From an optimization exercise on the open Yosys and OpenROAD flow, aimed at small area, a short achievable clock period and few clock cycles per item; shortcuts taken in it are not production practice.
Only simulation tests tie the RTL to the original design; equivalence was not proved.

**flow/flow/run.sh**
```bash
#!/bin/bash
# The standard layout (the standard.sh: ORFS from synthesis to the final
# layout, unchanged synthesis), with two placement/CTS options changed:
# ports are buffered with buf_2 cells, and CTS inserts no dummy loads.
set -euo pipefail
bash standard.sh \
    'BUFFER_PORTS_ARGS=-buffer_cell sky130_fd_sc_hd__buf_2' \
    'CTS_ARGS=-sink_clustering_enable -repair_clock_nets -dont_use_dummy_load' \
    finish > standard_flow.log 2>&1
```
**flow/standard.sh**
```bash
#!/bin/bash
# synth_recipe.tcl (not shown) runs the flow's synth.tcl, then flattens the netlist and writes it again
# the make line also repeats each setting of config.mk as NAME=value (left out here)
make -C /OpenROAD-flow-scripts/flow DESIGN_CONFIG=/design/flow/config.mk WORK_HOME=/design/flow/orfs CLKGATE_MAP_FILE= SYNTH_SCRIPT=/design/flow/synth_recipe.tcl "${@:-finish}"
```
**flow/config.mk**
```make
export PLATFORM = sky130hd
export DESIGN_NAME = ir_volts_to_distance_loglog_core
export DESIGN_NICKNAME = ir_volts_to_distance_loglog_core
export VERILOG_FILES = /design/flow/design.v
export SDC_FILE = /design/flow/constraint.sdc
export NUM_CORES = 4
export LEC_CHECK = 0
export CAP_MARGIN = 20
export CORE_MARGIN = 2
export CORE_UTILIZATION = 40
export SLEW_MARGIN = 20
```
**flow/constraint.sdc**
```tcl
create_clock -name core_clock -period 7.0 [get_ports {clk}]
set_input_delay 1.4000 -clock core_clock [delete_from_list [all_inputs] [get_ports {clk}]]
set_output_delay 1.4000 -clock core_clock [all_outputs]
set_load 0.01 [all_outputs]
```
**flow/design.v**
```verilog
package ivdll_pkg;
    localparam logic [14:0] DIST_MIN  = 15'd2560;
    localparam logic [14:0] DIST_MAX  = 15'd20480;
    localparam logic [1:0] ST_INTERP = 2'd0;
    localparam logic [1:0] ST_FAR    = 2'd1;
    localparam logic [1:0] ST_NEAR   = 2'd2;
    localparam logic [15:0] AV0 = 16'd49152;
    localparam logic [15:0] AV1 = 16'd26214;
    localparam logic [15:0] AV2 = 16'd19661;
    localparam logic [15:0] AV3 = 16'd14746;
    localparam logic [15:0] AV4 = 16'd9830;
    localparam logic [15:0] AV5 = 16'd7373;
    localparam logic [64*27-1:0] LOG_TAB = {
        {16'd64794, 11'd742}, {16'd64047, 11'd747}, {16'd63294, 11'd753}, {16'd62534, 11'd760},
        {16'd61769, 11'd765}, {16'd60997, 11'd772}, {16'd60219, 11'd778}, {16'd59434, 11'd785},
        {16'd58643, 11'd791}, {16'd57845, 11'd798}, {16'd57040, 11'd805}, {16'd56229, 11'd811},
        {16'd55410, 11'd819}, {16'd54584, 11'd826}, {16'd53751, 11'd833}, {16'd52911, 11'd840},
        {16'd52063, 11'd848}, {16'd51207, 11'd856}, {16'd50344, 11'd863}, {16'd49472, 11'd872},
        {16'd48593, 11'd879}, {16'd47705, 11'd888}, {16'd46809, 11'd896}, {16'd45904, 11'd905},
        {16'd44990, 11'd914}, {16'd44068, 11'd922}, {16'd43137, 11'd931}, {16'd42196, 11'd941},
        {16'd41246, 11'd950}, {16'd40286, 11'd960}, {16'd39316, 11'd970}, {16'd38336, 11'd980},
        {16'd37346, 11'd990}, {16'd36346, 11'd1000}, {16'd35334, 11'd1012}, {16'd34312, 11'd1022},
        {16'd33279, 11'd1033}, {16'd32234, 11'd1045}, {16'd31178, 11'd1056}, {16'd30109, 11'd1069},
        {16'd29029, 11'd1080}, {16'd27936, 11'd1093}, {16'd26830, 11'd1106}, {16'd25711, 11'd1119},
        {16'd24579, 11'd1132}, {16'd23433, 11'd1146}, {16'd22272, 11'd1161}, {16'd21098, 11'd1174},
        {16'd19909, 11'd1189}, {16'd18704, 11'd1205}, {16'd17484, 11'd1220}, {16'd16248, 11'd1236},
        {16'd14996, 11'd1252}, {16'd13727, 11'd1269}, {16'd12440, 11'd1287}, {16'd11136, 11'd1304},
        {16'd9814, 11'd1322}, {16'd8473, 11'd1341}, {16'd7112, 11'd1361}, {16'd5732, 11'd1380},
        {16'd4331, 11'd1401}, {16'd2909, 11'd1422}, {16'd1466, 11'd1443}, {16'd0, 11'd1466}
    };
    localparam logic [64*25-1:0] EXP_TAB = {
        {15'd32062, 10'd706}, {15'd31364, 10'd698}, {15'd30673, 10'd691}, {15'd29989, 10'd684},
        {15'd29313, 10'd676}, {15'd28645, 10'd668}, {15'd27983, 10'd662}, {15'd27329, 10'd654},
        {15'd26681, 10'd648}, {15'd26041, 10'd640}, {15'd25408, 10'd633}, {15'd24781, 10'd627},
        {15'd24161, 10'd620}, {15'd23548, 10'd613}, {15'd22941, 10'd607}, {15'd22341, 10'd600},
        {15'd21747, 10'd594}, {15'd21160, 10'd587}, {15'd20579, 10'd581}, {15'd20005, 10'd574},
        {15'd19436, 10'd569}, {15'd18874, 10'd562}, {15'd18317, 10'd557}, {15'd17767, 10'd550},
        {15'd17223, 10'd544}, {15'd16684, 10'd539}, {15'd16152, 10'd532}, {15'd15625, 10'd527},
        {15'd15103, 10'd522}, {15'd14588, 10'd515}, {15'd14078, 10'd510}, {15'd13573, 10'd505},
        {15'd13074, 10'd499}, {15'd12580, 10'd494}, {15'd12091, 10'd489}, {15'd11608, 10'd483},
        {15'd11130, 10'd478}, {15'd10657, 10'd473}, {15'd10190, 10'd467}, {15'd9727, 10'd463},
        {15'd9269, 10'd458}, {15'd8816, 10'd453}, {15'd8368, 10'd448}, {15'd7925, 10'd443},
        {15'd7487, 10'd438}, {15'd7053, 10'd434}, {15'd6624, 10'd429}, {15'd6200, 10'd424},
        {15'd5780, 10'd420}, {15'd5365, 10'd415}, {15'd4954, 10'd411}, {15'd4548, 10'd406},
        {15'd4146, 10'd402}, {15'd3748, 10'd398}, {15'd3355, 10'd393}, {15'd2966, 10'd389},
        {15'd2581, 10'd385}, {15'd2200, 10'd381}, {15'd1823, 10'd377}, {15'd1451, 10'd372},
        {15'd1082, 10'd369}, {15'd718, 10'd364}, {15'd357, 10'd361}, {15'd0, 10'd357}
    };
endpackage
module ivdll_lerp #(
    parameter int BASE_W = 16,
    parameter int DIFF_W = 11,
    parameter int FRAC_W = 9,
    parameter int OUT_W  = 17
) (
    input  logic [BASE_W-1:0] base,
    input  logic [DIFF_W-1:0] diff,
    input  logic [FRAC_W-1:0] frac,
    output logic [OUT_W-1:0]  result
);
    localparam int SUM_W = OUT_W + FRAC_W;
    logic [SUM_W-1:0] sum;
    assign sum    = (SUM_W'(base) << FRAC_W) + SUM_W'(diff) * SUM_W'(frac)
                  + (SUM_W'(1) << (FRAC_W - 1));
    assign result = sum[SUM_W-1:FRAC_W];
endmodule
module ir_volts_to_distance_loglog_core (
    input  logic        clk,
    input  logic        rst_n,
    input  logic        cfg_we,
    input  logic        cfg_index,
    input  logic [15:0] cfg_data,
    input  logic        sample_valid,
    output logic        sample_ready,
    input  logic [15:0] voltage,
    output logic        result_valid,
    input  logic        result_ready,
    output logic [14:0] distance,
    output logic [1:0]  range_status
);
    localparam int NS = 10;
    logic [15:0] far_thr_reg;
    logic [15:0] near_thr_reg;
    always_ff @(posedge clk or negedge rst_n)
    begin
        if (!rst_n)
        begin
            far_thr_reg  <= 16'd6554;
            near_thr_reg <= 16'd45875;
        end
        else if (cfg_we)
        begin
            if (cfg_index == 1'b0)
                far_thr_reg  <= cfg_data;
            else
                near_thr_reg <= cfg_data;
        end
    end
    logic [NS:1] vld_reg;
    logic        adv;
    logic        skid_vld_reg;
    assign adv = result_ready || !vld_reg[NS];
    always_ff @(posedge clk or negedge rst_n)
    begin
        if (!rst_n)
        begin
            vld_reg      <= '0;
            skid_vld_reg <= 1'b0;
        end
        else
        begin
            if (adv)
                vld_reg <= {vld_reg[NS-1:1], skid_vld_reg || sample_valid};
            if (adv)
                skid_vld_reg <= 1'b0;
            else if (sample_valid)
                skid_vld_reg <= 1'b1;
        end
    end
    assign sample_ready = !skid_vld_reg;
    assign result_valid = vld_reg[NS];
    logic [1:0]  st_next;
    logic [2:0]  seg_next;
    logic [14:0] f_next;
    always_comb
    begin
        if (voltage <= far_thr_reg)
            st_next = ivdll_pkg::ST_FAR;
        else if (voltage >= near_thr_reg)
            st_next = ivdll_pkg::ST_NEAR;
        else if (voltage > ivdll_pkg::AV0)
            st_next = ivdll_pkg::ST_NEAR;
        else if (voltage < ivdll_pkg::AV5)
            st_next = ivdll_pkg::ST_FAR;
        else
            st_next = ivdll_pkg::ST_INTERP;
        if (voltage >= ivdll_pkg::AV1)
            seg_next = 3'd0;
        else if (voltage >= ivdll_pkg::AV2)
            seg_next = 3'd1;
        else if (voltage >= ivdll_pkg::AV3)
            seg_next = 3'd2;
        else if (voltage >= ivdll_pkg::AV4)
            seg_next = 3'd3;
        else
            seg_next = 3'd4;
        if (voltage[15])
            f_next = voltage[14:0];
        else if (voltage[14])
            f_next = {voltage[13:0], 1'b0};
        else if (voltage[13])
            f_next = {voltage[12:0], 2'b0};
        else
            f_next = {voltage[11:0], 3'b0};
    end
    logic [2:0]  skid_seg_reg;
    logic [14:0] skid_f_reg;
    logic [1:0]  skid_st_reg;
    always_ff @(posedge clk)
    begin
        if (!adv && !skid_vld_reg)
        begin
            skid_seg_reg <= seg_next;
            skid_f_reg   <= f_next;
            skid_st_reg  <= st_next;
        end
    end
    logic [2:0]  s1_seg_reg;
    logic [14:0] s1_f_reg;
    logic [1:0]  s1_st_reg;
    always_ff @(posedge clk)
    begin
        if (adv)
        begin
            s1_seg_reg <= skid_vld_reg ? skid_seg_reg : seg_next;
            s1_f_reg   <= skid_vld_reg ? skid_f_reg : f_next;
            s1_st_reg  <= skid_vld_reg ? skid_st_reg : st_next;
        end
    end
    logic [26:0] ltab;
    assign ltab = ivdll_pkg::LOG_TAB[s1_f_reg[14:9]*27 +: 27];
    logic [2:0]  s2_seg_reg;
    logic [15:0] s2_base_reg;
    logic [10:0] s2_diff_reg;
    logic [8:0]  s2_r_reg;
    logic [1:0]  s2_st_reg;
    always_ff @(posedge clk)
    begin
        if (adv)
        begin
            s2_seg_reg  <= s1_seg_reg;
            s2_base_reg <= ltab[26:11];
            s2_diff_reg <= ltab[10:0];
            s2_r_reg    <= s1_f_reg[8:0];
            s2_st_reg   <= s1_st_reg;
        end
    end
    logic [24:0] kc;
    always_comb
    begin
        case (s2_seg_reg)
            3'd0: kc = 25'd18582782;
            3'd1: kc = 25'd21705470;
            3'd2: kc = 25'd7780606;
            3'd3: kc = 25'd27409662;
            default: kc = 25'd7778046;
        endcase
    end
    logic [24:0] la_r0;
    assign la_r0 = 25'({~({11{s2_r_reg[0]}} & s2_diff_reg)}) << 0;
    logic [24:0] la_r1;
    assign la_r1 = 25'({~({11{s2_r_reg[1]}} & s2_diff_reg)}) << 1;
    logic [24:0] la_r2;
    assign la_r2 = 25'({~({11{s2_r_reg[2]}} & s2_diff_reg)}) << 2;
    logic [24:0] la_r3;
    assign la_r3 = 25'({~({11{s2_r_reg[3]}} & s2_diff_reg)}) << 3;
    logic [24:0] la_r4;
    assign la_r4 = 25'({~({11{s2_r_reg[4]}} & s2_diff_reg)}) << 4;
    logic [24:0] la_r5;
    assign la_r5 = 25'({~({11{s2_r_reg[5]}} & s2_diff_reg)}) << 5;
    logic [24:0] la_r6;
    assign la_r6 = 25'({~({11{s2_r_reg[6]}} & s2_diff_reg)}) << 6;
    logic [24:0] la_r7;
    assign la_r7 = 25'({~({11{s2_r_reg[7]}} & s2_diff_reg)}) << 7;
    logic [24:0] la_r8;
    assign la_r8 = 25'({~({11{s2_r_reg[8]}} & s2_diff_reg)}) << 8;
    logic [24:0] la_r9;
    assign la_r9 = 25'({~s2_base_reg}) << 9;
    logic [24:0] la_r10;
    assign la_r10 = kc;
    logic [24:0] la_l1s0;
    logic [24:0] la_l1c0;
    logic [24:0] la_l1m0;
    assign la_l1s0 = la_r0 ^ la_r1 ^ la_r2;
    assign la_l1m0 = (la_r0 & la_r1) | (la_r0 & la_r2) | (la_r1 & la_r2);
    assign la_l1c0 = {la_l1m0[23:0], 1'b0};
    logic [24:0] la_l1s1;
    logic [24:0] la_l1c1;
    logic [24:0] la_l1m1;
    assign la_l1s1 = la_r3 ^ la_r4 ^ la_r5;
    assign la_l1m1 = (la_r3 & la_r4) | (la_r3 & la_r5) | (la_r4 & la_r5);
    assign la_l1c1 = {la_l1m1[23:0], 1'b0};
    logic [24:0] la_l1s2;
    logic [24:0] la_l1c2;
    logic [24:0] la_l1m2;
    assign la_l1s2 = la_r6 ^ la_r7 ^ la_r8;
    assign la_l1m2 = (la_r6 & la_r7) | (la_r6 & la_r8) | (la_r7 & la_r8);
    assign la_l1c2 = {la_l1m2[23:0], 1'b0};
    logic [24:0] la_l2s0;
    logic [24:0] la_l2c0;
    logic [24:0] la_l2m0;
    assign la_l2s0 = la_l1s0 ^ la_l1c0 ^ la_l1s1;
    assign la_l2m0 = (la_l1s0 & la_l1c0) | (la_l1s0 & la_l1s1) | (la_l1c0 & la_l1s1);
    assign la_l2c0 = {la_l2m0[23:0], 1'b0};
    logic [24:0] la_l2s1;
    logic [24:0] la_l2c1;
    logic [24:0] la_l2m1;
    assign la_l2s1 = la_l1c1 ^ la_l1s2 ^ la_l1c2;
    assign la_l2m1 = (la_l1c1 & la_l1s2) | (la_l1c1 & la_l1c2) | (la_l1s2 & la_l1c2);
    assign la_l2c1 = {la_l2m1[23:0], 1'b0};
    logic [24:0] la_l3s0;
    logic [24:0] la_l3c0;
    logic [24:0] la_l3m0;
    assign la_l3s0 = la_l2s0 ^ la_l2c0 ^ la_l2s1;
    assign la_l3m0 = (la_l2s0 & la_l2c0) | (la_l2s0 & la_l2s1) | (la_l2c0 & la_l2s1);
    assign la_l3c0 = {la_l3m0[23:0], 1'b0};
    logic [24:0] la_l3s1;
    logic [24:0] la_l3c1;
    logic [24:0] la_l3m1;
    assign la_l3s1 = la_l2c1 ^ la_r9 ^ la_r10;
    assign la_l3m1 = (la_l2c1 & la_r9) | (la_l2c1 & la_r10) | (la_r9 & la_r10);
    assign la_l3c1 = {la_l3m1[23:0], 1'b0};
    logic [24:0] la_l4s0;
    logic [24:0] la_l4c0;
    logic [24:0] la_l4m0;
    assign la_l4s0 = la_l3s0 ^ la_l3c0 ^ la_l3s1;
    assign la_l4m0 = (la_l3s0 & la_l3c0) | (la_l3s0 & la_l3s1) | (la_l3c0 & la_l3s1);
    assign la_l4c0 = {la_l4m0[23:0], 1'b0};
    logic [24:0] la_l5s0;
    logic [24:0] la_l5c0;
    logic [24:0] la_l5m0;
    assign la_l5s0 = la_l4s0 ^ la_l4c0 ^ la_l3c1;
    assign la_l5m0 = (la_l4s0 & la_l4c0) | (la_l4s0 & la_l3c1) | (la_l4c0 & la_l3c1);
    assign la_l5c0 = {la_l5m0[23:0], 1'b0};
    logic [2:0]  s3_seg_reg;
    logic [24:0] s3_s_reg;
    logic [24:0] s3_c_reg;
    logic [1:0]  s3_st_reg;
    always_ff @(posedge clk)
    begin
        if (adv)
        begin
            s3_seg_reg <= s2_seg_reg;
            s3_s_reg   <= la_l5s0;
            s3_c_reg   <= la_l5c0;
            s3_st_reg  <= s2_st_reg;
        end
    end
    logic [24:0] dl_sum;
    logic [15:0] dl_next;
    assign dl_sum  = s3_s_reg + s3_c_reg;
    assign dl_next = dl_sum[24:9];
    logic [2:0]  s4_seg_reg;
    logic        s4_sg0_reg;
    logic        s4_sg1_reg;
    logic        s4_sg01_reg;
    logic [15:0] s4_dl_reg;
    logic [1:0]  s4_st_reg;
    always_ff @(posedge clk)
    begin
        if (adv)
        begin
            s4_seg_reg  <= s3_seg_reg;
            s4_sg0_reg  <= (s3_seg_reg == 3'd0);
            s4_sg1_reg  <= (s3_seg_reg == 3'd1);
            s4_sg01_reg <= (s3_seg_reg == 3'd0) || (s3_seg_reg == 3'd1);
            s4_dl_reg   <= dl_next;
            s4_st_reg   <= s3_st_reg;
        end
    end
    logic [28:0] sl_r0;
    assign sl_r0 = 29'(s4_dl_reg) << 12;
    logic [28:0] sl_r1;
    assign sl_r1 = {29{s4_sg01_reg}} & (29'(s4_dl_reg) << 7);
    logic [28:0] sl_r2;
    assign sl_r2 = {29{s4_sg01_reg}} & (29'(s4_dl_reg) << 2);
    logic [28:0] sl_r3;
    assign sl_r3 = {29{s4_sg01_reg}} & 29'(s4_dl_reg);
    logic [28:0] sl_r4;
    assign sl_r4 = ({29{s4_sg0_reg}} & (29'(s4_dl_reg) << 8)) | ({29{s4_sg1_reg}} & (29'(s4_dl_reg) << 10));
    logic [28:0] sl_r5;
    assign sl_r5 = ({29{s4_sg0_reg}} & (29'(s4_dl_reg) << 5)) | ({29{s4_sg1_reg}} & (29'(s4_dl_reg) << 9));
    logic [28:0] sl_r6;
    assign sl_r6 = {29{s4_sg1_reg}} & (29'(s4_dl_reg) << 3);
    logic [28:0] sl_r7;
    assign sl_r7 = 29'd2048;
    logic [28:0] sl_l1s0;
    logic [28:0] sl_l1c0;
    logic [28:0] sl_l1m0;
    assign sl_l1s0 = sl_r0 ^ sl_r1 ^ sl_r2;
    assign sl_l1m0 = (sl_r0 & sl_r1) | (sl_r0 & sl_r2) | (sl_r1 & sl_r2);
    assign sl_l1c0 = {sl_l1m0[27:0], 1'b0};
    logic [28:0] sl_l1s1;
    logic [28:0] sl_l1c1;
    logic [28:0] sl_l1m1;
    assign sl_l1s1 = sl_r3 ^ sl_r4 ^ sl_r5;
    assign sl_l1m1 = (sl_r3 & sl_r4) | (sl_r3 & sl_r5) | (sl_r4 & sl_r5);
    assign sl_l1c1 = {sl_l1m1[27:0], 1'b0};
    logic [28:0] sl_l2s0;
    logic [28:0] sl_l2c0;
    logic [28:0] sl_l2m0;
    assign sl_l2s0 = sl_l1s0 ^ sl_l1c0 ^ sl_l1s1;
    assign sl_l2m0 = (sl_l1s0 & sl_l1c0) | (sl_l1s0 & sl_l1s1) | (sl_l1c0 & sl_l1s1);
    assign sl_l2c0 = {sl_l2m0[27:0], 1'b0};
    logic [28:0] sl_l2s1;
    logic [28:0] sl_l2c1;
    logic [28:0] sl_l2m1;
    assign sl_l2s1 = sl_l1c1 ^ sl_r6 ^ sl_r7;
    assign sl_l2m1 = (sl_l1c1 & sl_r6) | (sl_l1c1 & sl_r7) | (sl_r6 & sl_r7);
    assign sl_l2c1 = {sl_l2m1[27:0], 1'b0};
    logic [28:0] sl_l3s0;
    logic [28:0] sl_l3c0;
    logic [28:0] sl_l3m0;
    assign sl_l3s0 = sl_l2s0 ^ sl_l2c0 ^ sl_l2s1;
    assign sl_l3m0 = (sl_l2s0 & sl_l2c0) | (sl_l2s0 & sl_l2s1) | (sl_l2c0 & sl_l2s1);
    assign sl_l3c0 = {sl_l3m0[27:0], 1'b0};
    logic [28:0] sl_l4s0;
    logic [28:0] sl_l4c0;
    logic [28:0] sl_l4m0;
    assign sl_l4s0 = sl_l3s0 ^ sl_l3c0 ^ sl_l2c1;
    assign sl_l4m0 = (sl_l3s0 & sl_l3c0) | (sl_l3s0 & sl_l2c1) | (sl_l3c0 & sl_l2c1);
    assign sl_l4c0 = {sl_l4m0[27:0], 1'b0};
    logic [2:0]  s5_seg_reg;
    logic [28:0] s5_s_reg;
    logic [28:0] s5_c_reg;
    logic [1:0]  s5_st_reg;
    always_ff @(posedge clk)
    begin
        if (adv)
        begin
            s5_seg_reg <= s4_seg_reg;
            s5_s_reg   <= sl_l4s0;
            s5_c_reg   <= sl_l4c0;
            s5_st_reg  <= s4_st_reg;
        end
    end
    logic [28:0] delta_sum;
    logic [16:0] delta_next;
    assign delta_sum  = s5_s_reg + s5_c_reg;
    assign delta_next = delta_sum[28:12];
    logic [2:0]  s6_seg_reg;
    logic [16:0] s6_delta_reg;
    logic [1:0]  s6_st_reg;
    always_ff @(posedge clk)
    begin
        if (adv)
        begin
            s6_seg_reg   <= s5_seg_reg;
            s6_delta_reg <= delta_next;
            s6_st_reg    <= s5_st_reg;
        end
    end
    logic [24:0] etab;
    assign etab = ivdll_pkg::EXP_TAB[s6_delta_reg[15:10]*25 +: 25];
    logic [2:0]  s7_seg_reg;
    logic        s7_ip_reg;
    logic [14:0] s7_base_reg;
    logic [9:0]  s7_diff_reg;
    logic [9:0]  s7_r_reg;
    logic [1:0]  s7_st_reg;
    always_ff @(posedge clk)
    begin
        if (adv)
        begin
            s7_seg_reg  <= s6_seg_reg;
            s7_ip_reg   <= s6_delta_reg[16];
            s7_base_reg <= etab[24:10];
            s7_diff_reg <= etab[9:0];
            s7_r_reg    <= s6_delta_reg[9:0];
            s7_st_reg   <= s6_st_reg;
        end
    end
    logic [25:0] le_r0;
    assign le_r0 = 26'({10{s7_r_reg[0]}} & s7_diff_reg) << 0;
    logic [25:0] le_r1;
    assign le_r1 = 26'({10{s7_r_reg[1]}} & s7_diff_reg) << 1;
    logic [25:0] le_r2;
    assign le_r2 = 26'({10{s7_r_reg[2]}} & s7_diff_reg) << 2;
    logic [25:0] le_r3;
    assign le_r3 = 26'({10{s7_r_reg[3]}} & s7_diff_reg) << 3;
    logic [25:0] le_r4;
    assign le_r4 = 26'({10{s7_r_reg[4]}} & s7_diff_reg) << 4;
    logic [25:0] le_r5;
    assign le_r5 = 26'({10{s7_r_reg[5]}} & s7_diff_reg) << 5;
    logic [25:0] le_r6;
    assign le_r6 = 26'({10{s7_r_reg[6]}} & s7_diff_reg) << 6;
    logic [25:0] le_r7;
    assign le_r7 = 26'({10{s7_r_reg[7]}} & s7_diff_reg) << 7;
    logic [25:0] le_r8;
    assign le_r8 = 26'({10{s7_r_reg[8]}} & s7_diff_reg) << 8;
    logic [25:0] le_r9;
    assign le_r9 = 26'({10{s7_r_reg[9]}} & s7_diff_reg) << 9;
    logic [25:0] le_r10;
    assign le_r10 = {1'b0, s7_base_reg, 10'd512};
    logic [25:0] le_l1s0;
    logic [25:0] le_l1c0;
    logic [25:0] le_l1m0;
    assign le_l1s0 = le_r0 ^ le_r1 ^ le_r2;
    assign le_l1m0 = (le_r0 & le_r1) | (le_r0 & le_r2) | (le_r1 & le_r2);
    assign le_l1c0 = {le_l1m0[24:0], 1'b0};
    logic [25:0] le_l1s1;
    logic [25:0] le_l1c1;
    logic [25:0] le_l1m1;
    assign le_l1s1 = le_r3 ^ le_r4 ^ le_r5;
    assign le_l1m1 = (le_r3 & le_r4) | (le_r3 & le_r5) | (le_r4 & le_r5);
    assign le_l1c1 = {le_l1m1[24:0], 1'b0};
    logic [25:0] le_l1s2;
    logic [25:0] le_l1c2;
    logic [25:0] le_l1m2;
    assign le_l1s2 = le_r6 ^ le_r7 ^ le_r8;
    assign le_l1m2 = (le_r6 & le_r7) | (le_r6 & le_r8) | (le_r7 & le_r8);
    assign le_l1c2 = {le_l1m2[24:0], 1'b0};
    logic [25:0] le_l2s0;
    logic [25:0] le_l2c0;
    logic [25:0] le_l2m0;
    assign le_l2s0 = le_l1s0 ^ le_l1c0 ^ le_l1s1;
    assign le_l2m0 = (le_l1s0 & le_l1c0) | (le_l1s0 & le_l1s1) | (le_l1c0 & le_l1s1);
    assign le_l2c0 = {le_l2m0[24:0], 1'b0};
    logic [25:0] le_l2s1;
    logic [25:0] le_l2c1;
    logic [25:0] le_l2m1;
    assign le_l2s1 = le_l1c1 ^ le_l1s2 ^ le_l1c2;
    assign le_l2m1 = (le_l1c1 & le_l1s2) | (le_l1c1 & le_l1c2) | (le_l1s2 & le_l1c2);
    assign le_l2c1 = {le_l2m1[24:0], 1'b0};
    logic [25:0] le_l3s0;
    logic [25:0] le_l3c0;
    logic [25:0] le_l3m0;
    assign le_l3s0 = le_l2s0 ^ le_l2c0 ^ le_l2s1;
    assign le_l3m0 = (le_l2s0 & le_l2c0) | (le_l2s0 & le_l2s1) | (le_l2c0 & le_l2s1);
    assign le_l3c0 = {le_l3m0[24:0], 1'b0};
    logic [25:0] le_l3s1;
    logic [25:0] le_l3c1;
    logic [25:0] le_l3m1;
    assign le_l3s1 = le_l2c1 ^ le_r9 ^ le_r10;
    assign le_l3m1 = (le_l2c1 & le_r9) | (le_l2c1 & le_r10) | (le_r9 & le_r10);
    assign le_l3c1 = {le_l3m1[24:0], 1'b0};
    logic [25:0] le_l4s0;
    logic [25:0] le_l4c0;
    logic [25:0] le_l4m0;
    assign le_l4s0 = le_l3s0 ^ le_l3c0 ^ le_l3s1;
    assign le_l4m0 = (le_l3s0 & le_l3c0) | (le_l3s0 & le_l3s1) | (le_l3c0 & le_l3s1);
    assign le_l4c0 = {le_l4m0[24:0], 1'b0};
    logic [25:0] le_l5s0;
    logic [25:0] le_l5c0;
    logic [25:0] le_l5m0;
    assign le_l5s0 = le_l4s0 ^ le_l4c0 ^ le_l3c1;
    assign le_l5m0 = (le_l4s0 & le_l4c0) | (le_l4s0 & le_l3c1) | (le_l4c0 & le_l3c1);
    assign le_l5c0 = {le_l5m0[24:0], 1'b0};
    logic [4:0]  s8_k_reg;
    logic        s8_far_reg;
    logic        s8_near_reg;
    logic        s8_ip_reg;
    logic [25:0] s8_s_reg;
    logic [25:0] s8_c_reg;
    logic [1:0]  s8_st_reg;
    always_ff @(posedge clk)
    begin
        if (adv)
        begin
            s8_k_reg    <= 5'(1) << s7_seg_reg;
            s8_far_reg  <= (s7_st_reg == ivdll_pkg::ST_FAR);
            s8_near_reg <= (s7_st_reg == ivdll_pkg::ST_NEAR);
            s8_ip_reg   <= s7_ip_reg && (s7_st_reg == ivdll_pkg::ST_INTERP);
            s8_s_reg    <= le_l5s0;
            s8_c_reg    <= le_l5c0;
            s8_st_reg   <= s7_st_reg;
        end
    end
    logic [25:0] exm_sum;
    logic [15:0] exm;
    logic [4:0]  k;
    logic [16:0] ex;
    logic [22:0] ex23;
    logic [22:0] op_a_next;
    logic [22:0] op_b_next;
    logic        neg_next;
    assign exm_sum = s8_s_reg + s8_c_reg;
    always_comb
    begin
        if (s8_far_reg)
        begin
            k   = 5'b10000;
            exm = 16'd10922;
        end
        else if (s8_near_reg)
        begin
            k   = 5'b00001;
            exm = 16'd0;
        end
        else if (s8_ip_reg)
        begin
            k   = 5'b00001;
            exm = 16'd32768;
        end
        else
        begin
            k   = s8_k_reg;
            exm = exm_sum[25:10];
        end
    end
    assign ex   = {exm[15], !exm[15], exm[14:0]};
    assign ex23 = 23'(ex);
    assign op_a_next = ({23{k[0]}} & (ex23 << 2))
                     | ({23{k[1]}} & (ex23 << 3))
                     | ({23{k[2] | k[3]}} & (ex23 << 4))
                     | ({23{k[4]}} & (ex23 << 5));
    assign op_b_next = ({23{k[0]}} & ex23)
                     | ({23{k[1]}} & (ex23 << 1))
                     | ({23{k[2]}} & ~ex23)
                     | ({23{k[3]}} & (ex23 << 2))
                     | ({23{k[4]}} & ~(ex23 << 1));
    assign neg_next  = k[2] || k[4];
    logic [22:0] s9_op_a_reg;
    logic [22:0] s9_op_b_reg;
    logic        s9_neg_reg;
    logic [1:0]  s9_st_reg;
    always_ff @(posedge clk)
    begin
        if (adv)
        begin
            s9_op_a_reg <= op_a_next;
            s9_op_b_reg <= op_b_next;
            s9_neg_reg  <= neg_next;
            s9_st_reg   <= s8_st_reg;
        end
    end
    logic [22:0] m_sum;
    logic [14:0] dist_next;
    assign m_sum     = s9_op_a_reg + s9_op_b_reg + {17'd0, 1'b1, 4'd0, s9_neg_reg};
    assign dist_next = m_sum[20:6];
    logic [14:0] dist_reg;
    logic [1:0]  st_out_reg;
    always_ff @(posedge clk)
    begin
        if (adv)
        begin
            dist_reg   <= dist_next;
            st_out_reg <= s9_st_reg;
        end
    end
    assign distance     = dist_reg;
    assign range_status = st_out_reg;
endmodule
```
==> results of run 1 <==
## cell families (layout without fill, tap and decap cells)
kind of cell	count (synthesis)	count (layout)	share of synthesized area
AO/OA/AOI/OAI	554	554	0.1159
XOR/XNOR	54	54	0.01573
adder cells (fa/ha/maj)	494	494	0.2573
buffers and inverters	443	419	0.05533
flip-flops	414	414	0.4005
multiplexers	80	80	0.03342
AND/OR/NAND/NOR	790	790	0.1219
## per-layer routing
| layer | up-vias | GRT usage | part of all wire |
|---|---|---|---|
| met4 | 0 | 0.04881 | 0.026 |
| met2 | 615 | 0.2845 | 0.46 |
| li1 | 9792 | - | - |
| met5 | - | 0 | 0 |
| met3 | 118 | 0.02440 | 0.054 |
| met1 | 10154 | 0.2443 | 0.46 |
## metrics by stage
stage / instance area (um2)
after global routing: 32850
after CTS: 32850
after global placement: 31620
after floorplan: 30560
final: 32850
after detailed placement: 31620
## final timing paths
| check | start | end | slack, ps | cells past startpoint |
|---|---|---|---|---|
| max in group asynchronous | rst_n | far_thr_reg[15] | 5450 | 1 |
| min in group asynchronous | rst_n | far_thr_reg[0] | 960 | 1 |
| worst min register to register | s6_st_reg[0] | s7_st_reg[0] | 410 | 0 |
| worst max register to register | s2_r_reg[6] | s3_s_reg[12] | 3300 | 9 |
| worst max-delay path | s2_r_reg[6] | s3_s_reg[12] | 3300 | 9 |
| worst min-delay path | s6_st_reg[0] | s7_st_reg[0] | 410 | 0 |
## layout by cell type (no fill, tap or decap), types with 7 or more instances in the layout
| cell type | Yosys | routed |
|---|---|---|
| and2_1 | 133 | 133 |
| a21o_1 | 22 | 22 |
| o311ai_0 | 7 | 7 |
| buf_4 | 0 | 14 |
| nor3_1 | 37 | 37 |
| o21ai_0 | 158 | 158 |
| mux2_2 | 46 | 46 |
| edfxtp_1 | 371 | 371 |
| dfstp_2 | 16 | 16 |
| a31oi_1 | 24 | 24 |
| nor2_1 | 142 | 142 |
| a221oi_1 | 16 | 16 |
| nand2_1 | 329 | 329 |
| inv_1 | 296 | 296 |
| mux4_2 | 13 | 13 |
| ha_1 | 269 | 269 |
| xnor2_1 | 33 | 33 |
| o31ai_1 | 12 | 12 |
| fa_1 | 224 | 224 |
| nand2b_1 | 23 | 22 |
| nand4_1 | 18 | 18 |
| nor2b_1 | 19 | 18 |
| o22ai_1 | 11 | 11 |
| clkbuf_16 | 0 | 49 |
| a21oi_1 | 150 | 150 |
| a22oi_1 | 13 | 13 |
| or2_2 | 10 | 10 |
| dfrtp_1 | 27 | 27 |
| a211oi_1 | 16 | 16 |
| mux2i_1 | 21 | 21 |
| o21bai_1 | 7 | 7 |
| buf_2 | 9 | 56 |
| o21a_1 | 11 | 11 |
| nand3_1 | 33 | 33 |
| and3_1 | 9 | 9 |
| o221ai_1 | 8 | 8 |
| xor2_1 | 20 | 20 |
| o211ai_1 | 35 | 35 |
| or3_1 | 9 | 9 |
## layout make-up
type | instances | area [um2] | area share
repair buffers | 71 | 405.4 | 0.01234
flip-flops and latches | 414 | 12240 | 0.3725
multi-input cells | 1972 | 16630 | 0.5064
clock buffers | 49 | 1226 | 0.03733
well taps | 978 | 1224 | 0.03725
inverters | 299 | 1122 | 0.03417
==> out/results.tsv, run 1 <==
stage	metric	value	unit
worst_setup_path	CP max-delay cell	edfxtp_1	
synth	Synth top cells by count	371 x edfxtp_1, 329 x nand2_1, 296 x inv_1, 269 x ha_1, 224 x fa_1	
cells_and_area	Layout area overhead	7.519	%
synth	largest cells by area after synthesis	edfxtp_1 36%, fa_1 15%, ha_1 11%	
worst_setup_path	Worst setup SP type	flip-flop	
synth	main flop type after synthesis	edfxtp_1	
detailed_routing	number of remaining DRC errors	0	
cells_and_area	Cell Count, Final, Fillers Out	3783	
sta	Worst-Margin Slew	1158	ps
placed_design	number of port buffers	56	
clock_tree	Post-CTS Hold Buffers	0	
global_routing	vias in the first global route	20847	
placed_design	dpl cells	3734	
worst_setup_path	crit path kind	flip-flop to flip-flop	
sta	Fmax	270.6	MHz
sta	fin. max-slew vios	0	
clock_tree	post-CTS setup buffers	0	
die	Die X	280.4	um
detailed_routing	DRT antenna net count	0	
synth	yosys warns	1	
synth	number of synthesized register bits	414	
global_routing	first-pass GRT wire length	111500	um
clock_tree	Skew-Pair Late Insertion Delay	590	ps
die	Die Height	280.4	um
detailed_routing	number of iterations in the first detailed-routing pass	7	
status	status	complete, no violations	
die	Initial Util	0.4029	
synth	ys async rst share	0.1039	
placed_design	Setup WS pre-CTS	3277	ps
synth	Mapped Nets	3360	
min_path	Hold Path Class	flip-flop to flip-flop	
synth	post-synth top area cell	edfxtp_1	
clock_tree	# clock sinks	414	
worst_setup_path	Bufs and invs on worst path	3	
global_routing	initial antenna violation count	2	
worst_setup_path	CP peak stage delay	550	ps
worst_setup_path	critical path's most frequent cell	fa_1	
clock_tree	CTS tree	done	
synth	top cell type's share of synthesized area	0.3646	
synth	EDFF count, synth	371	
worst_setup_path	CP Cell Sequence	and2_1 -> fa_1 -> inv_1 -> fa_1 -> inv_1 -> fa_1 -> fa_1 -> inv_1 -> fa_1	
die	I/O Pins	57	
clock_tree	Clock Tree Buf Depth	3	
sta	clk_skew	63.38	ps
clock_tree	Max H-tree Level	2	
job	max-cap viol count	0	
detailed_routing	Starting DRT DRC Count	1592	
sta	Setup violations, final	0	
clock_tree	Root Driver	clkbuf_16	
cells_and_area	share of post-route cells with drive strength above 1	0.08271	
cells_and_area	# nets final	3338	
die	CORE AREA	75820	um2
clock_tree	Resized cells post-CTS	0	
sta	Slew HR	0.2224	
global_routing	largest net degree at the start of global routing	126	
sta	WHS	410.6	ps
clock_tree	Worst-path clk slew	60	ps
sta	setup slack after layout	3304	ps
synth	syn avg cell area	10.80	um2
sta	period utilization	0.5279	
worst_setup_path	Worst Setup End Kind	flip-flop	
cells_and_area	Post-Route Utilization	0.4332	
synth	mapped cell area	30550	um2
global_routing	global-route congestion overflow total	0	
cells_and_area	max reg flops	24	
detailed_routing	routed len/inst	17.90	um
detailed_routing	Vias/cell	5.466	
cells_and_area	Filler Cell Count	7091	
die	Core Rows	101	
die	die area	78610	um2
worst_setup_path	Critical Path AT	3990	ps
synth	Netlist cell types	86	
placed_design	hpwl dp	50720	um
placed_design	final RePlAce weighted congestion	0.8766	
worst_setup_path	CP Data Required Time	7290	ps
worst_setup_path	crit-path max FO	11	
global_routing	gr usage total	0.1748	
worst_setup_path	family with the most delay on the worst path	adder cells	
sta	Total Neg Setup Slack	0	ps
synth	most common cell in the netlist	edfxtp_1	
clock_tree	total CTS buffers	49	
detailed_routing	Routed Wire Length	67700	um
synth	Gate Count Post-Synth	2829	
detailed_routing	Vias	20679	
sta	crit path time final	3696	ps
synth	sequential area share after synthesis	0.4005	
sta	endpoints failing hold	0	
cells_and_area	diodes inserted	0	
sta	unrepaired setup endpoints after global routing	no	
Testbench counts, summed over its fixed seeds: cycles 16,080, items 16,000.
==> run 2, diff against run 1 <==
--- a/flow/config.mk
+++ b/flow/config.mk
@@ -7,5 +7,7 @@
 export LEC_CHECK = 0
 export CAP_MARGIN = 20
 export CORE_MARGIN = 2
-export CORE_UTILIZATION = 40
+export CORE_UTILIZATION = 65
+export PLACE_DENSITY = 0.75
+export SETUP_SLACK_MARGIN = 3.6
 export SLEW_MARGIN = 20
==> out/results.tsv, run 2 <==
stage	metric	value	unit	change
cells_and_area	share of post-route cells with drive strength above 1	0.1575		+0.07479
sta	setup slack after layout	3411	ps	+106.9 ps
sta	fin. max-slew vios	0		unchanged
detailed_routing	Starting DRT DRC Count	1896		+19%
synth	ys async rst share	0.1039		unchanged
min_path	worst hold path stage count	0		unchanged
synth	yosys warns	1		unchanged
die	CORE AREA	46460	um2	-39%
cells_and_area	diodes inserted	0		unchanged
global_routing	met2 usage in global routing	0.5202		+0.2357
synth	Mapped Nets	3360		unchanged
die	Die X	220.8	um	-21%
cells_and_area	Layout area overhead	9.649	%	
min_path	Hold Path Class	flip-flop to flip-flop		
sta	period utilization	0.5127		-0.01527
global_routing	met1 Use GR	0.3801		+0.1358
placed_design	number of port buffers	56		unchanged
global_routing	initial antenna violation count	0		-2
global_routing	vias in the first global route	22008		+5.6%
cells_and_area	# nets final	3441		+3.1%
synth	Gate Count Post-Synth	2829		unchanged
detailed_routing	DRT antenna net count	0		unchanged
sta	Fmax	278.7	MHz	+3.0%
clock_tree	total CTS buffers	44		-10%
sta	endpoints failing hold	0		unchanged
detailed_routing	Routed Wire Length	74730	um	+10%
die	Die Height	220.8	um	-21%
worst_setup_path	path depth of the worst reg2reg path	8		-1
clock_tree	Worst-path clk slew	60	ps	about the same
detailed_routing	routed len/inst	21.26	um	+19%
clock_tree	Max H-tree Level	2		unchanged
synth	EDFF count, synth	371		unchanged
cells_and_area	commonest cells after routing, fill and taps aside	371 x edfxtp_1, 307 x nand2_1, 267 x inv_1		
global_routing	first-pass GRT wire length	116600	um	+4.6%
synth	Synth top cells by count	371 x edfxtp_1, 329 x nand2_1, 296 x inv_1, 269 x ha_1, 224 x fa_1		
synth	sequential area share after synthesis	0.4005		unchanged
die	Core Rows	79		-22%
worst_setup_path	crit-path max FO	6		-5
worst_setup_path	CP Data Required Time	7260	ps	-30 ps
cells_and_area	commonest non-fill, non-tap cell in the layout	edfxtp_1		
worst_setup_path	CP peak stage delay	570	ps	+20 ps
detailed_routing	number of remaining DRC errors	0		unchanged
detailed_routing	Vias/cell	6.214		+14%
sta	unrepaired setup endpoints after global routing	yes		
worst_setup_path	CP Cell Sequence	buf_4 -> and2_1 -> fa_2 -> fa_1 -> fa_2 -> fa_1 -> inv_2 -> fa_2		
clock_tree	# clock sinks	414		unchanged
synth	number of synthesized register bits	414		unchanged
status	status	complete, no violations		
synth	Netlist cell types	86		unchanged
synth	most common cell in the netlist	edfxtp_1		
die	Initial Util	0.6576		+0.2547
cells_and_area	max reg flops	24		unchanged
sta	Setup violations, final	0		unchanged
detailed_routing	number of iterations in the first detailed-routing pass	5		-2
placed_design	final RePlAce weighted congestion	0.9560		+9.1%
worst_setup_path	Critical Path AT	3850	ps	-140 ps
clock_tree	Root Driver	clkbuf_16		
global_routing	global-route congestion overflow total	0		unchanged
sta	Slew HR	0.3728		+0.1504
clock_tree	Clock Tree Buf Depth	3		unchanged
synth	main flop type after synthesis	edfxtp_1		
synth	largest cells by area after synthesis	edfxtp_1 36%, fa_1 15%, ha_1 11%		
sta	Total Neg Setup Slack	0	ps	unchanged
clock_tree	Post-CTS Hold Buffers	0		unchanged
die	die area	48750	um2	-38%
global_routing	gr usage total	0.2989		+0.1240
global_routing	largest net degree at the start of global routing	143		+13%
job	max-cap viol count	0		unchanged
clock_tree	Skew-Pair Late Insertion Delay	580	ps	about the same
worst_setup_path	critical path's most frequent cell	fa_2		
synth	mapped cell area	30550	um2	unchanged
global_routing	most used routing layer	met2		
worst_setup_path	R2R Setup Slk	3410	ps	+110 ps
die	I/O Pins	57		unchanged
clock_tree	CTS tree	done		
worst_setup_path	Worst Setup End Kind	flip-flop		
synth	syn avg cell area	10.80	um2	unchanged
worst_setup_path	crit path kind	flip-flop to flip-flop		
global_routing	met3 Track Usage GR	0.03853		+0.01413
placed_design	Setup WS pre-CTS	3369	ps	+92.15 ps
worst_setup_path	CP max-delay cell	fa_1		
detailed_routing	Vias	21842		+5.6%
sta	Worst-Margin Slew	940.9	ps	-216.7 ps
sta	crit path time final	3589	ps	-106.9 ps
synth	post-synth top area cell	edfxtp_1		
worst_setup_path	Worst setup SP type	flip-flop		
placed_design	hpwl dp	53000	um	+4.5%
synth	top cell type's share of synthesized area	0.3646		unchanged
sta	clk_skew	78.45	ps	+15.07 ps
==> run 2: cell counts after synthesis <==
Identical to the previous run, type by type.
==> run 2: cell type report <==
class / count / area, um2
multi-input cells: 1972 / 16980
fillers: 3214 / 12960
flip-flops and latches: 414 / 12240
repair buffers: 179 / 1300
inverters: 299 / 1122
clock buffers: 44 / 1101
well taps: 607 / 759.5
==> run 2: worst paths after layout <==
check,start,to
worst max-delay path,s2_diff_reg[8],s3_s_reg[12]
worst min-delay path,s1_f_reg[0],s2_r_reg[0]
worst max register to register,s2_diff_reg[8],s3_s_reg[12]
worst min register to register,s1_f_reg[0],s2_r_reg[0]
max in group asynchronous,rst_n,near_thr_reg[2]
min in group asynchronous,rst_n,near_thr_reg[10]
==> run 2: critical path, delay by kind of cell (launching register included) <==
kind                       cells  cell delay [ps]
adders and majority gates      5             2450
DFF                            1              490
buffers and inverters          2              240
and+or+nand+nor                1              150
==> run 2: routing by layer <==
layer  part of all wire  vias to the layer above
met5                  0                        -
met1               0.40                    10788
met3              0.053                      238
met2               0.50                      834
li1                   -                     9982
met4              0.045                        0
==> run 2: cells by family (layout without fill, tap and decap cells) <==
kind of cell,after synthesis,after routing,share of synthesized area
simple gates,790,790,0.1219
compound gates,554,554,0.1159
fa+ha+maj,494,494,0.2573
buf+inv,443,522,0.05533
flops,414,414,0.4005
mux,80,80,0.03342
xor+xnor,54,54,0.01573
==> run 2: what timing repair did <==
| item | CTS | global route |
|---|---|---|
| resized for setup | 45 | 98 |
| endpoints found under the hold margin | 0 | 0 |
| setup buffers | 62 | 45 |
| pin swaps | 42 | 64 |
| endpoints found under the setup margin | 37 | 48 |
==> run 2: through the flow <==
step           hold WS, ps  std cells  area (um2)    util
6_report             366.0       3515       33500  0.7211
5_1_grt              355.8       3515       33500  0.7211
4_1_cts              353.9       3470       32870  0.7076
3_5_place_dp         404.5       3364       31210  0.6717
3_3_place_gp         401.0       3364       31210  0.6717
2_1_floorplan        400.3       2829       30680       -
==> run 3, diff against run 2 <==
==> flow/flow/run.sh (replaced) <==
#!/bin/bash
# The standard layout (the standard.sh: ORFS from synthesis to the final
# layout, unchanged synthesis), with two placement/CTS options changed:
# ports are buffered with buf_2 cells, and CTS inserts no dummy loads and clusters up to 20 sinks.
set -euo pipefail
bash standard.sh \
    'BUFFER_PORTS_ARGS=-buffer_cell sky130_fd_sc_hd__buf_2' \
    'CTS_ARGS=-sink_clustering_enable -repair_clock_nets -dont_use_dummy_load -sink_clustering_size 20 -sink_clustering_max_diameter 90' \
    finish > standard_flow.log 2>&1
--- a/flow/config.mk
+++ b/flow/config.mk
@@ -7,7 +7,5 @@
 export LEC_CHECK = 0
 export CAP_MARGIN = 20
 export CORE_MARGIN = 2
-export CORE_UTILIZATION = 65
-export PLACE_DENSITY = 0.75
-export SETUP_SLACK_MARGIN = 3.6
+export CORE_UTILIZATION = 40
 export SLEW_MARGIN = 20
==> out/results.tsv, run 3 <==
stage	metric	value	unit	change
detailed_routing	Vias	20478		-6.2%
synth	sequential area share after synthesis	0.4005		unchanged
clock_tree	Skew-Pair Late Insertion Delay	610	ps	+30 ps
placed_design	hpwl dp	50720	um	-4.3%
worst_setup_path	R2R Setup Slk	3290	ps	-120 ps
clock_tree	Max H-tree Level	1		-1
detailed_routing	number of iterations in the first detailed-routing pass	6		+1
sta	clk_skew	52.11	ps	-26.34 ps
global_routing	vias in the first global route	20753		-5.7%
cells_and_area	commonest non-fill, non-tap cell in the layout	edfxtp_1		
worst_setup_path	Critical Path AT	4050	ps	+200 ps
global_routing	global-route congestion overflow total	0		unchanged
synth	post-synth top area cell	edfxtp_1		
synth	yosys warns	1		unchanged
worst_setup_path	Worst Setup SP	s2_r_reg[1]		
global_routing	gr usage total	0.1728		-0.1261
sta	period utilization	0.5294		+0.01676
sta	Setup violations, final	0		unchanged
die	Die X	280.4	um	+27%
sta	crit path time final	3706	ps	+117.3 ps
sta	fin. max-slew vios	0		unchanged
worst_setup_path	crit-path max FO	11		+5
synth	EDFF count, synth	371		unchanged
cells_and_area	commonest cells after routing, fill and taps aside	371 x edfxtp_1, 329 x nand2_1, 296 x inv_1		
placed_design	number of port buffers	56		unchanged
cells_and_area	diodes inserted	0		unchanged
worst_setup_path	CP Data Required Time	7340	ps	+80 ps
synth	Netlist cell types	86		unchanged
sta	endpoints failing hold	0		unchanged
worst_setup_path	Critical Path End	s3_s_reg[8]		
detailed_routing	Routed Wire Length	67100	um	-10%
sta	Worst-Margin Slew	1186	ps	+245.0 ps
clock_tree	post-CTS setup buffers	0		-100%
sta	WHS	385.7	ps	+19.72 ps
placed_design	final RePlAce weighted congestion	0.8766		-8.3%
status	status	complete, no violations		
detailed_routing	number of remaining DRC errors	0		unchanged
synth	syn avg cell area	10.80	um2	unchanged
worst_setup_path	Worst R2R End	s3_s_reg[8]		
die	I/O Pins	57		unchanged
clock_tree	Clock Tree Buf Depth	3		unchanged
clock_tree	Post-CTS Hold Buffers	0		unchanged
synth	ys async rst share	0.1039		unchanged
sta	unrepaired setup endpoints after global routing	no		
sta	Slew HR	0.2034		-0.1694
detailed_routing	Starting DRT DRC Count	1550		-18%
die	CORE AREA	75820	um2	+63%
die	die area	78610	um2	+61%
detailed_routing	routed len/inst	17.83	um	-16%
cells_and_area	Layout area overhead	5.881	%	
cells_and_area	max reg flops	24		unchanged
die	Die Height	280.4	um	+27%
global_routing	largest net degree at the start of global routing	126		-12%
synth	Gate Count Post-Synth	2829		unchanged
synth	top cell type's share of synthesized area	0.3646		unchanged
worst_setup_path	Worst Setup End Kind	flip-flop		
worst_setup_path	Worst setup SP type	flip-flop		
sta	Fmax	269.8	MHz	-3.2%
worst_setup_path	crit path kind	flip-flop to flip-flop		
global_routing	first-pass GRT wire length	110800	um	-5.0%
job	max-cap viol count	0		unchanged
die	Initial Util	0.4029		-0.2547
worst_setup_path	RR Startpoint	s2_r_reg[1]		
synth	largest cells by area after synthesis	edfxtp_1 36%, fa_1 15%, ha_1 11%		
cells_and_area	share of post-route cells with drive strength above 1	0.07612		-0.08137
min_path	Hold Path Class	flip-flop to flip-flop		
clock_tree	CTS tree	done		
detailed_routing	Vias/cell	5.442		-12%
worst_setup_path	path depth of the worst reg2reg path	10		+2
synth	most common cell in the netlist	edfxtp_1		
clock_tree	total CTS buffers	29		-34%
synth	main flop type after synthesis	edfxtp_1		
cells_and_area	Filler Cell Count	7152		+120%
die	Core Rows	101		+28%
synth	mapped cell area	30550	um2	unchanged
synth	Synth top cells by count	371 x edfxtp_1, 329 x nand2_1, 296 x inv_1, 269 x ha_1, 224 x fa_1		
clock_tree	Worst-path clk slew	80	ps	+20 ps
sta	Total Neg Setup Slack	0	ps	unchanged
clock_tree	# clock sinks	414		unchanged
synth	Mapped Nets	3360		unchanged
detailed_routing	DRT antenna net count	0		unchanged
synth	number of synthesized register bits	414		unchanged
clock_tree	Root Driver	clkbuf_16		
global_routing	initial antenna violation count	1		+1
cells_and_area	# nets final	3318		-3.6%
clock_tree	Resized cells post-CTS	0		-100%
[run 3: changes by cell type in the layout (fill, tap and decap cells not counted), moves of 19 or more]
| cell | change |
|---|---|
| and2_4 | -19 |
| inv_1 | +29 |
| buf_4 | -83 |
| nand2_1 | +22 |
| inv_2 | -29 |
| and2_1 | +19 |
| nand2_2 | -19 |
| fa_1 | +44 |
| buf_6 | -21 |
| fa_2 | -44 |
[run 3: cell type report]
class	instances	area [um2]	share of cell area
Inverter	299	1122	0.03469
Sequential cell	414	12240	0.3783
Tap cell	978	1224	0.03783
Timing Repair Buffer	71	405.4	0.01253
Multi-Input combinational cell	1972	16630	0.5142
Clock buffer	29	725.7	0.02243
[run 3: critical path, cell delays in order, from the launching register on]
cell	delay, ps
edfxtp_1	560
nand2_1	130
fa_1	510
inv_1	60
fa_1	540
inv_1	60
fa_1	520
inv_1	50
fa_1	490
fa_1	510
inv_1	30
[run 3: cells by family after synthesis]
logic type      after synthesis  synth area share
mux                          80           0.03342
buf+inv                     443           0.05533
flops                       414            0.4005
compound gates              554            0.1159
fa+ha+maj                   494            0.2573
simple gates                790            0.1219
xor+xnor                     54           0.01573
[run 3: how the worst min path moves through the flow]
stage | start | to | slack (ps) | cells after the start
final | s7_base_reg[12] | s8_s_reg[22] | 390 | 0
after detailed placement | s6_delta_reg[8] | s7_r_reg[8] | 400 | 0
after CTS | s7_base_reg[12] | s8_s_reg[22] | 370 | 0
after floorplan | s1_f_reg[0] | s2_r_reg[0] | 400 | 0
after global placement | s6_delta_reg[9] | s7_r_reg[9] | 400 | 0
after global routing | s7_base_reg[12] | s8_s_reg[22] | 400 | 0
[run 3: routing by layer]
metal / vias to the layer above / share of wire / track usage
met5: - / 0 / 0
met4: 0 / 0.024 / 0.04388
met3: 96 / 0.047 / 0.01874
met2: 550 / 0.47 / 0.2850
met1: 10079 / 0.46 / 0.2433
li1: 9753 / - / -
[run 3: through the flow]
stage          setup WS [ps]    util  std cells  cell area [um2]
3_3_place_gp            3292  0.4171       3734            31620
2_1_floorplan           1140       -       2829            30560
4_1_cts                 3276  0.4266       3763            32350
3_5_place_dp            3277  0.4171       3734            31620
6_report                3294  0.4266       3763            32350
5_1_grt                 3115  0.4266       3763            32350
==> run 4, diff against run 3 <==
--- a/flow/design.v
+++ b/flow/design.v
@@ -98,26 +98,15 @@
     end
     logic [NS:1] vld_reg;
     logic        adv;
-    logic        skid_vld_reg;
     assign adv = result_ready || !vld_reg[NS];
     always_ff @(posedge clk or negedge rst_n)
     begin
         if (!rst_n)
-        begin
-            vld_reg      <= '0;
-            skid_vld_reg <= 1'b0;
-        end
-        else
-        begin
-            if (adv)
-                vld_reg <= {vld_reg[NS-1:1], skid_vld_reg || sample_valid};
-            if (adv)
-                skid_vld_reg <= 1'b0;
-            else if (sample_valid)
-                skid_vld_reg <= 1'b1;
-        end
+            vld_reg <= '0;
+        else if (adv)
+            vld_reg <= {vld_reg[NS-1:1], sample_valid};
     end
-    assign sample_ready = !skid_vld_reg;
+    assign sample_ready = adv;
     assign result_valid = vld_reg[NS];
     logic [1:0]  st_next;
     logic [2:0]  seg_next;
@@ -153,18 +142,6 @@
         else
             f_next = {voltage[11:0], 3'b0};
     end
-    logic [2:0]  skid_seg_reg;
-    logic [14:0] skid_f_reg;
-    logic [1:0]  skid_st_reg;
-    always_ff @(posedge clk)
-    begin
-        if (!adv && !skid_vld_reg)
-        begin
-            skid_seg_reg <= seg_next;
-            skid_f_reg   <= f_next;
-            skid_st_reg  <= st_next;
-        end
-    end
     logic [2:0]  s1_seg_reg;
     logic [14:0] s1_f_reg;
     logic [1:0]  s1_st_reg;
@@ -172,9 +149,9 @@
     begin
         if (adv)
         begin
-            s1_seg_reg <= skid_vld_reg ? skid_seg_reg : seg_next;
-            s1_f_reg   <= skid_vld_reg ? skid_f_reg : f_next;
-            s1_st_reg  <= skid_vld_reg ? skid_st_reg : st_next;
+            s1_seg_reg <= seg_next;
+            s1_f_reg   <= f_next;
+            s1_st_reg  <= st_next;
         end
     end
     logic [26:0] ltab;
==> out/results.tsv, run 4 <==
stage	metric	value	unit	change
global_routing	gr usage total	0.1729		about the same
cells_and_area	Cell Count, Final, Fillers Out	3700		-1.7%
cells_and_area	area occupied by multi-input gates	16370	um2	-1.6%
worst_setup_path	CP Data Required Time	5600	ps	-1740 ps
worst_setup_path	CP peak stage delay	680	ps	+120 ps
sta	endpoints failing hold	0		unchanged
global_routing	largest net degree at the start of global routing	127		+0.79%
sta	period utilization	0.5529		+0.02349
sta	Worst-Margin Slew	958.9	ps	-227.0 ps
synth	mapped cell area	29640	um2	-3.0%
die	CORE AREA	73210	um2	-3.5%
synth	EDFF count, synth	351		-5.4%
synth	post-synth top area cell	edfxtp_1		
detailed_routing	routed len/inst	17.85	um	about the same
clock_tree	Skew-Pair Late Insertion Delay	580	ps	-30 ps
clock_tree	Clock Tree Buf Depth	3		unchanged
detailed_routing	DRT antenna net count	0		unchanged
synth	syn avg cell area	10.63	um2	-1.6%
synth	sequential area share after synthesis	0.3917		-0.008814
status	status	complete, no violations		
sta	Setup violations, final	0		unchanged
sta	fin. max-slew vios	0		unchanged
cells_and_area	# nets final	3274		-1.3%
clock_tree	CTS tree	done		
synth	Synth top cells by count	351 x edfxtp_1, 329 x nand2_1, 295 x inv_1, 269 x ha_1, 224 x fa_1		
synth	Netlist cell types	76		-12%
detailed_routing	Vias/cell	5.428		-0.25%
synth	Mapped Nets	3320		-1.2%
detailed_routing	Routed Wire Length	66040	um	-1.6%
clock_tree	Max H-tree Level	1		unchanged
die	I/O Pins	57		unchanged
placed_design	hpwl dp	49500	um	-2.4%
min_path	Hold Path Class	flip-flop to flip-flop		
min_path	worst hold path stage count	0		unchanged
detailed_routing	number of iterations in the first detailed-routing pass	6		unchanged
clock_tree	post-CTS setup buffers	0		unchanged
placed_design	Setup WS pre-CTS	2936	ps	-340.3 ps
worst_setup_path	critical path depth	3		-7
sta	Fmax	258.4	MHz	-4.2%
synth	main flop type after synthesis	edfxtp_1		
clock_tree	Root Driver	clkbuf_16		
global_routing	first-pass GRT wire length	108700	um	-1.8%
placed_design	final RePlAce weighted congestion	0.8787		+0.24%
worst_setup_path	crit-path max FO	67		+56
sta	Slew HR	0.3600		+0.1567
cells_and_area	commonest non-fill, non-tap cell in the layout	edfxtp_1		
global_routing	global-route congestion overflow total	0		unchanged
die	die area	76300	um2	-2.9%
sta	clk_skew	73.62	ps	+21.51 ps
sta	crit path time final	3870	ps	+164.4 ps
detailed_routing	Starting DRT DRC Count	1588		+2.5%
clock_tree	Resized cells post-CTS	0		unchanged
cells_and_area	max reg flops	24		unchanged
worst_setup_path	crit path kind	input port to primary output		
worst_setup_path	CP Cell Sequence	buf_2 -> nand2b_4 -> buf_2		
worst_setup_path	CP max-delay cell	nand2b_4		
synth	most common cell in the netlist	edfxtp_1		
global_routing	vias in the first global route	20409		-1.7%
synth	number of synthesized register bits	393		-5.1%
clock_tree	# clock sinks	393		-5.1%
synth	top cell type's share of synthesized area	0.3556		-0.009071
placed_design	dpl cells	3675		-1.6%
worst_setup_path	Worst Setup End Kind	primary output		
worst_setup_path	family with the most delay on the worst path	simple AND/OR/NAND/NOR gates		
cells_and_area	commonest cells after routing, fill and taps aside	351 x edfxtp_1, 329 x nand2_1, 295 x inv_1		
sta	WHS	368.7	ps	-16.99 ps
synth	Gate Count Post-Synth	2789		-1.4%
clock_tree	Post-CTS Hold Buffers	0		unchanged
placed_design	number of port buffers	56		unchanged
clock_tree	Worst-path clk slew	80	ps	about the same
detailed_routing	number of remaining DRC errors	0		unchanged
sta	unrepaired setup endpoints after global routing	no		
die	Core Rows	99		-2.0%
synth	ys async rst share	0.1069		+0.003005
cells_and_area	FF/Latch Area	11610	um2	-5.1%
cells_and_area	diodes inserted	0		unchanged
global_routing	initial antenna violation count	0		-1
synth	yosys warns	1		unchanged
die	Die Height	276.2	um	-1.5%
cells_and_area	Layout area overhead	5.732	%	
worst_setup_path	Worst setup SP type	input port		
clock_tree	total CTS buffers	25		-14%
worst_setup_path	Bufs and invs on worst path	2		-2
sta	Total Neg Setup Slack	0	ps	unchanged
worst_setup_path	path depth of the worst reg2reg path	10		unchanged
cells_and_area	Filler Cell Count	6896		-3.6%
die	Initial Util	0.4049		+0.001975
worst_setup_path	Critical Path AT	2470	ps	-1580 ps
detailed_routing	Vias	20085		-1.9%
cells_and_area	share of post-route cells with drive strength above 1	0.06348		-0.01264
die	Die X	276.2	um	-1.5%
job	max-cap viol count	0		unchanged
sta	setup slack after layout	3130	ps	-164.4 ps
worst_setup_path	critical path's most frequent cell	buf_2		
synth	largest cells by area after synthesis	edfxtp_1 36%, fa_1 15%, ha_1 11%		
run 4: changes by cell type after synthesis, sizes merged, moves of 8 or more:
cell    change
o21ai      +16
xnor2       +8
nand3       +9
mux2       -16
edfxtp     -20
a31oi       -8
o211ai     -10
run 4: cell families (layout without fill, tap and decap cells):
| group | count (synthesis) | after routing | synth area share |
|---|---|---|---|
| simple gates | 766 | 766 | 0.1197 |
| compound gates | 572 | 572 | 0.1227 |
| fa+ha+maj | 494 | 494 | 0.2652 |
| buf+inv | 442 | 394 | 0.05618 |
| flops | 393 | 393 | 0.3917 |
| xor+xnor | 61 | 61 | 0.01802 |
| mux | 61 | 61 | 0.02651 |
run 4: area by class of cell:
type | instances | share of cell area
Multi-Input combinational cell | 1954 | 0.5224
Sequential cell | 393 | 0.3705
Tap cell | 959 | 0.03828
Inverter | 296 | 0.03545
Clock buffer | 25 | 0.01996
Timing Repair Buffer | 73 | 0.01341
run 4: routing by layer:
| layer | track usage | wire length (um) | share of wire | vias up |
|---|---|---|---|---|
| met5 | 0 | 0 | 0 | - |
| met4 | 0.04778 | 1779 | 0.027 | 0 |
| met3 | 0.02315 | 3473 | 0.053 | 102 |
| met2 | 0.2943 | 32050 | 0.49 | 566 |
| met1 | 0.2316 | 28740 | 0.44 | 9838 |
| li1 | - | - | - | 9579 |
run 4: stage by stage:
stage | area [um2] | util
detailed placement | 30720 | 0.4196
global placement | 30720 | 0.4196
CTS | 31340 | 0.4281
finish | 31340 | 0.4281
global route | 31340 | 0.4281
floorplan | 29650 | -
run 4: worst paths after layout:
kind / to / slack, ps / startpoint
min in group asynchronous: vld_reg[7] / 960 / rst_n
min reg2reg: s4_st_reg[0] / 370 / s3_st_reg[0]
min: s4_st_reg[0] / 370 / s3_st_reg[0]
max: sample_ready / 3130 / result_ready
max reg2reg: s3_s_reg[8] / 3320 / s2_r_reg[0]
max in group asynchronous: far_thr_reg[10] / 5410 / rst_n
run 4: worst reg2reg max path, stage by stage (launching register included):
cell	delay (ps)
edfxtp_1	550
nand2_1	140
fa_1	550
inv_1	50
fa_1	530
inv_1	50
fa_1	520
inv_1	50
fa_1	490
fa_1	510
inv_1	40
Testbench counts of run 4, summed over its fixed seeds: cycles 16,080, items 16,000.

[what the ideal ports hide]
Ports are ideal in the flow. The routed layouts listed here were re-timed in OpenROAD. Step 1, drivers: a clkbuf_16 drives clk and a buf_2 each remaining input, both assumed. Step 2 adds t to the input delays and takes it off the output delays; t is the mean of the earliest and latest rising clock arrival at the registers after step 1. Input paths then give back, and output paths get back, about the clock's delay inside the block. Slacks: ideal ports / drivers / drivers and shift; pairs: ideal ports / drivers.
run	shift t [ns]	setup slack, ns	pins driven straight from the clock port
run 1	0.623	3.304 / 3.304 / 3.304	1
run 2	0.605	3.411 / 3.411 / 3.378	1
run 3	0.639	3.294 / 3.294 / 3.294	1
run 4	0.611	3.130 / 3.105 / 2.984	1
After both steps every run listed still meets setup and hold. The setup slack of run 4, which loses most, moves by -0.025 ns with the drivers and by -0.146 ns with both steps.
